Context: an optimization exercise on an open-source flow, tuned for small area, a short achievable clock period and few clock cycles. The choices shown serve that exercise and are no tape-out recipe. Where RTL was checked, it was by simulation tests only, not by an equivalence proof against the original.

==> inputs of 02-10 <==
## cpu_core
module cpu_core (
  input  logic               raw_clk,
  input  logic               button_reset,
  input  logic               prog_we,
  input  cpu6502_pkg::addr_t prog_addr,
  input  cpu6502_pkg::byte_t prog_data,
  output cpu6502_pkg::byte_t reg_a,
  output cpu6502_pkg::byte_t reg_x,
  output cpu6502_pkg::byte_t reg_y,
  output cpu6502_pkg::byte_t status,
  output logic               halted,
  output logic               fault
);
  logic               w_en;
  logic               w_rst;
  logic               rs_n;
  logic               wz_n;
  cpu6502_pkg::addr_t w_addr;
  cpu6502_pkg::byte_t w_data;
  cpu6502_pkg::byte_t w_wd;
  logic [15:0]        w_hi_n;
  logic [15:0]        w_lo_n;
  logic [15:0]        fpc_hi;
  logic [63:0]        fpc_lo;
  cpu6502_pkg::byte_t prd;
  cpu6502_pkg::byte_t prd0, prd1;
  always_ff @(posedge raw_clk)
  begin
    w_en    <= prog_we;
    w_addr  <= prog_addr;
    w_data  <= prog_data;
    if (prog_we)
      w_wd <= prog_data;
    w_rst   <= !button_reset;
    for (int i = 0; i < 16; i++)
    begin
      w_hi_n[i] <= !(prog_we && (prog_addr[7:4] == i));
      w_lo_n[i] <= !(prog_addr[3:0] == i);
    end
  end
  assign wz_n = prog_we && (prog_addr == 8'h00);
  assign rs_n = !button_reset && (!w_rst || wz_n);
  ...
Settings: LEC_CHECK=0, ABC_CLOCK_PERIOD_IN_PS=3500, CAP_MARGIN=20, CELL_PAD_IN_SITES_DETAIL_PLACEMENT=0, CELL_PAD_IN_SITES_GLOBAL_PLACEMENT=0, CORE_MARGIN=2, CORE_UTILIZATION=55, CTS_CLUSTER_DIAMETER=60, CTS_CLUSTER_SIZE=40, GPL_ROUTABILITY_DRIVEN=0, PLACE_DENSITY=0.65, SETUP_SLACK_MARGIN=5.0, SLEW_MARGIN=20; clock period 8.0 ns.
run.sh (not shown) runs the stock make flow with config.mk's settings and CLKGATE_MAP_FILE= SYNTH_SCRIPT=/design/flow/synth_recipe.tcl, a recipe that flattens the netlist after the stock synthesis.
==> inputs of 10-15, as changes to 02-10 <==
--- a/flow/design.v
+++ b/flow/design.v
@@ -36,12 +36,11 @@
   input  logic [15:0]        whi_n,
   input  logic [15:0]        wlo_n,
   input  cpu6502_pkg::byte_t wd,
   input  logic [15:0]        rhi,
   input  logic [63:0]        rlo,
-  output cpu6502_pkg::byte_t rd0,
-  output cpu6502_pkg::byte_t rd1
+  output cpu6502_pkg::byte_t rd
 );
   logic [8*cpu6502_pkg::MEM_BYTES-1:0] mem;
   for (genvar i = 0; i < cpu6502_pkg::MEM_BYTES; i++)
   begin : g_byte
     always_ff @(posedge raw_clk)
@@ -51,21 +50,17 @@
     end
   end
   always_comb
   begin
     cpu6502_pkg::byte_t row;
-    rd0 = '0;
-    rd1 = '0;
+    rd = '0;
     for (int h = 0; h < 16; h++)
     begin
       row = '0;
       for (int l = 0; l < 16; l++)
         row = row | (mem[8*(16*h+l) +: 8] & {8{rlo[16*(h/4)+l]}});
-      if (h < 8)
-        rd0 = rd0 | (row & {8{rhi[h]}});
-      else
-        rd1 = rd1 | (row & {8{rhi[h]}});
+      rd = rd | (row & {8{rhi[h]}});
     end
   end
 endmodule
 `timescale 1ns/10ps
 module fetch_decode (
@@ -206,11 +201,11 @@
     end
   end
   always_ff @(posedge raw_clk)
   begin
     for (int i = 0; i < K; i++)
-      mq[i] <= (sa[i] == ld) || (sa_en && alloc_oh[i] && (la == ld));
+      mq[i] <= (sa[i] == ld) || (alloc_en && alloc_oh[i] && (la == ld));
   end
   always_ff @(posedge raw_clk)
   begin
     for (int i = 0; i < K; i++)
     begin
@@ -263,11 +258,10 @@
 );
   localparam int K = cpu6502_pkg::SB_SLOTS;
   logic               rs_q;
   logic               wz_q;
   logic [8:0]         hw;
-  logic               f_inc;
   logic               spec_live;
   logic               restart;
   logic               inorder;
   logic               bad;
   logic               flush;
@@ -303,13 +297,10 @@
   logic [15:0]        r_hi;
   logic [63:0]        r_lo;
   logic               e_valid;
   cpu6502_pkg::addr_t e_addr;
   cpu6502_pkg::byte_t m_q;
-  cpu6502_pkg::byte_t m_alt;
-  logic               m_selz;
-  cpu6502_pkg::byte_t zh0, zh1;
   logic               e_spec;
   logic [K-1:0]       e_tgt;
   logic [K-1:0]       e_inv_m;
   logic               e_sta;
   logic               e_direct;
@@ -317,11 +308,11 @@
   logic               fn, fv, fb, fz, fc;
   logic               halted_i, fault_i;
   logic               pw_v;
   cpu6502_pkg::addr_t pw_a;
   cpu6502_pkg::byte_t pw_d;
-  cpu6502_pkg::byte_t zp_rd0, zp_rd1;
+  cpu6502_pkg::byte_t zp_rd;
   cpu6502_pkg::byte_t zp_val;
   logic [K-1:0]       m_spec;
   logic [K-1:0]       m_comm;
   logic               sb_hit;
   cpu6502_pkg::byte_t sb_data;
@@ -364,11 +355,10 @@
   assign avail   = !w_rst ||
                    (spec_live && (({1'b0, fpc} < hw) || (inorder && (w_addr == fpc))));
   assign byte_f  = (w_en && (w_addr == fpc)) ? w_data : prd;
   logic               bv_n;
   logic               dub_q;
-  assign f_inc = bv ? (consume && avail) : (direct || avail);
   always_comb
   begin
     bv_n = bv;
     if (flush)
       bv_n = 1'b0;
@@ -392,11 +382,11 @@
     begin
       fpc    <= {7'd0, restart && w_zero};
       fpc_hi <= 16'd1;
       fpc_lo <= {62'd0, restart && w_zero, !(restart && w_zero)};
     end
-    else if (f_inc)
+    else if (bv ? (consume && avail) : (direct || avail))
     begin
       bq     <= byte_f;
       fpc    <= fpc + 8'd1;
       if (lo_end && q_end)
         fpc_lo <= {fpc_lo[62:0], fpc_lo[63]};
@@ -422,11 +412,11 @@
     .two_byte (dk_two),
     .zp       (dk_zp),
     .brk      (dk_brk),
     .illegal  (dk_ill)
   );
-  assign d_stall = d_arg_e && d_sta && w_rst && !free_any && !(drain_ok && drain_v);
+  assign d_stall = d_arg_e && d_sta && w_rst && !free_any;
   assign consume = d_valid && !d_stop_e && !d_stall;
   always_ff @(posedge raw_clk)
   begin
     if (bad)
     begin
@@ -487,12 +477,12 @@
   assign pw_hit   = pw_v && (pw_a == r_addr);
   assign sel_sb   = r_zp && sb_hit;
   assign sel_pw   = r_zp && !sb_hit && pw_hit;
   assign sel_zp   = r_zp && !sb_hit && !pw_hit;
   assign sel_imm  = !r_zp;
-  assign zp_val   = (sb_data & {8{sel_sb}}) | (pw_d & {8{sel_pw}}) |
-                    (r_addr & {8{sel_imm}});
+  assign zp_val   = (zp_rd & {8{sel_zp}}) | (sb_data & {8{sel_sb}}) |
+                    (pw_d & {8{sel_pw}}) | (r_addr & {8{sel_imm}});
   assign alloc_en = r_valid && r_sta && w_rst && !(|m_spec) && !flush;
   logic e_ora, e_and, e_eor, e_lda, e_add, e_cmp, e_inv, e_ldx, e_ldy;
   logic e_tax, e_tay, e_txa, e_tya, e_inx, e_iny, e_dex, e_dey, e_clc, e_sec;
   logic e_wa, e_wx, e_wy, e_wc, e_wnz;
   always_ff @(posedge raw_clk)
@@ -531,14 +521,11 @@
                      (r_kind == cpu6502_pkg::K_CMP) || (r_kind == cpu6502_pkg::K_CLC) ||
                      (r_kind == cpu6502_pkg::K_SEC));
     e_wnz   <= v && (r_kind != cpu6502_pkg::K_STA) && (r_kind != cpu6502_pkg::K_CLC) &&
                     (r_kind != cpu6502_pkg::K_SEC) && (r_kind != cpu6502_pkg::K_NOP);
     e_addr  <= r_addr;
-    m_alt   <= zp_val;
-    m_selz  <= sel_zp;
-    zh0     <= zp_rd0;
-    zh1     <= zp_rd1;
+    m_q     <= zp_val;
     e_spec  <= w_rst;
     e_tgt   <= (|m_spec) ? m_spec : alloc_oh;
     e_inv_m <= m_spec | m_comm;
   end
   logic               pw_n;
@@ -565,12 +552,11 @@
     .whi_n   (pw_hi_n),
     .wlo_n   (pw_lo_n),
     .wd      (pw_d),
     .rhi     (r_hi),
     .rlo     (r_lo),
-    .rd0     (zp_rd0),
-    .rd1     (zp_rd1)
+    .rd      (zp_rd)
   );
   op_queue #(.K(K)) sb (
     .raw_clk    (raw_clk),
     .drop       (flush),
     .commit     (!w_rst),
@@ -597,11 +583,10 @@
   logic [8:0]         sum;
   cpu6502_pkg::byte_t x_inc, x_dec, y_inc, y_dec;
   cpu6502_pkg::byte_t a_res, x_res, y_res;
   logic               sum_zero;
   logic               c_res, v_res, n_res, z_res;
-  assign m_q = ((zh0 | zh1) & {8{m_selz}}) | (m_alt & {8{!m_selz}});
   always_comb
   begin
     m_alu = e_inv ? ~m_q : m_q;
     cin   = e_cmp || fc;
     sum   = {1'b0, ra} + {1'b0, m_alu} + {8'd0, cin};
@@ -710,43 +695,37 @@
   logic               w_rst;
   logic               rs_n;
   logic               wz_n;
   cpu6502_pkg::addr_t w_addr;
   cpu6502_pkg::byte_t w_data;
-  cpu6502_pkg::byte_t w_wd;
   logic [15:0]        w_hi_n;
   logic [15:0]        w_lo_n;
   logic [15:0]        fpc_hi;
   logic [63:0]        fpc_lo;
   cpu6502_pkg::byte_t prd;
-  cpu6502_pkg::byte_t prd0, prd1;
   always_ff @(posedge raw_clk)
   begin
     w_en    <= prog_we;
     w_addr  <= prog_addr;
     w_data  <= prog_data;
-    if (prog_we)
-      w_wd <= prog_data;
     w_rst   <= !button_reset;
     for (int i = 0; i < 16; i++)
     begin
       w_hi_n[i] <= !(prog_we && (prog_addr[7:4] == i));
       w_lo_n[i] <= !(prog_addr[3:0] == i);
     end
   end
   assign wz_n = prog_we && (prog_addr == 8'h00);
   assign rs_n = !button_reset && (!w_rst || wz_n);
-  assign prd = prd0 | prd1;
   program_rom rom (
     .raw_clk (raw_clk),
     .whi_n   (w_hi_n),
     .wlo_n   (w_lo_n),
-    .wd      (w_wd),
+    .wd      (w_data),
     .rhi     (fpc_hi),
     .rlo     (fpc_lo),
-    .rd0     (prd0),
-    .rd1     (prd1)
+    .rd      (prd)
   );
   execute_unit core (
     .raw_clk  (raw_clk),
     .w_en     (w_en),
     .w_rst    (w_rst),
Settings changed: CELL_PAD_IN_SITES_DETAIL_PLACEMENT 0 to 1, CELL_PAD_IN_SITES_GLOBAL_PLACEMENT 0 to 2, GPL_ROUTABILITY_DRIVEN 0 to not set, SETUP_SLACK_MARGIN 5.0 to 4.0.
==> qor summary <==
|  | 10-15 | 02-10 |
|---|---|---|
| Result of the run | complete, no violations | complete, no violations |
| Mean Syn Cell Area | 16.7 sq um | 16.7 sq um |
| Met1 layer wirelength in the final routing | 231000 um | 198000 um |
| First DRT Iteration DRCs | 14558 | 17708 |
| Number of synthesized flops with an enable pin | 4308 | 4316 |
| Shortest clock period the worst path allows after layout | 4.12 ns | 3.08 ns |
| First-pass GRT wire length | 848000 um | 748000 um |
| Clock slew at the register clock pins of the worst setup and hold paths | 0.10 ns | 0.09 ns |
| Flop and latch count out of synthesis | 4779 | 4804 |
| Met2 routed wirelength | 286000 um | 244000 um |
| Die area | 0.325 sq mm | 0.325 sq mm |
| Sequential cell area share | 0.718 | 0.714 |
| Post-synthesis instance area | 0.176 sq mm | 0.176 sq mm |
| Hold Path Sink | core.zp.mem[572] | core.r_zp |
Testbench counts of 02-10, summed over its fixed seeds: cycles 27,525.
Only the layout flow was run in 10-15; the RTL was not checked for function there.

## afterwards: timing with drivers on the ports
In the flow no input, the clock included, has a driving cell. The finished layouts below were timed again as built, in two steps. Step 1: set_driving_cell puts a clkbuf_16 on raw_clk and a buf_2 on each other input, an assumption about the parent block. Step 2 adds t to the input delays and takes it off the output delays; t is the mean of the earliest and latest rising clock arrival at the registers after step 1. Input paths then give back, and output paths get back, about the clock's delay inside the block. Slacks: no drivers / after step 1 / after step 2; pairs: no drivers / after step 1.
run | t, ns | setup WS [ns] | worst register clock-pin slew, ns
02-10 | 1.051 | 4.916 / 4.860 / 4.113 | 0.12 / 0.12
10-15 | 1.063 | 3.884 / 3.884 / 3.237 | 0.11 / 0.11
After both steps setup and hold are still met in every run listed. The setup slack of 02-10, which loses most, moves by -0.056 ns with the drivers and by -0.803 ns with both steps.
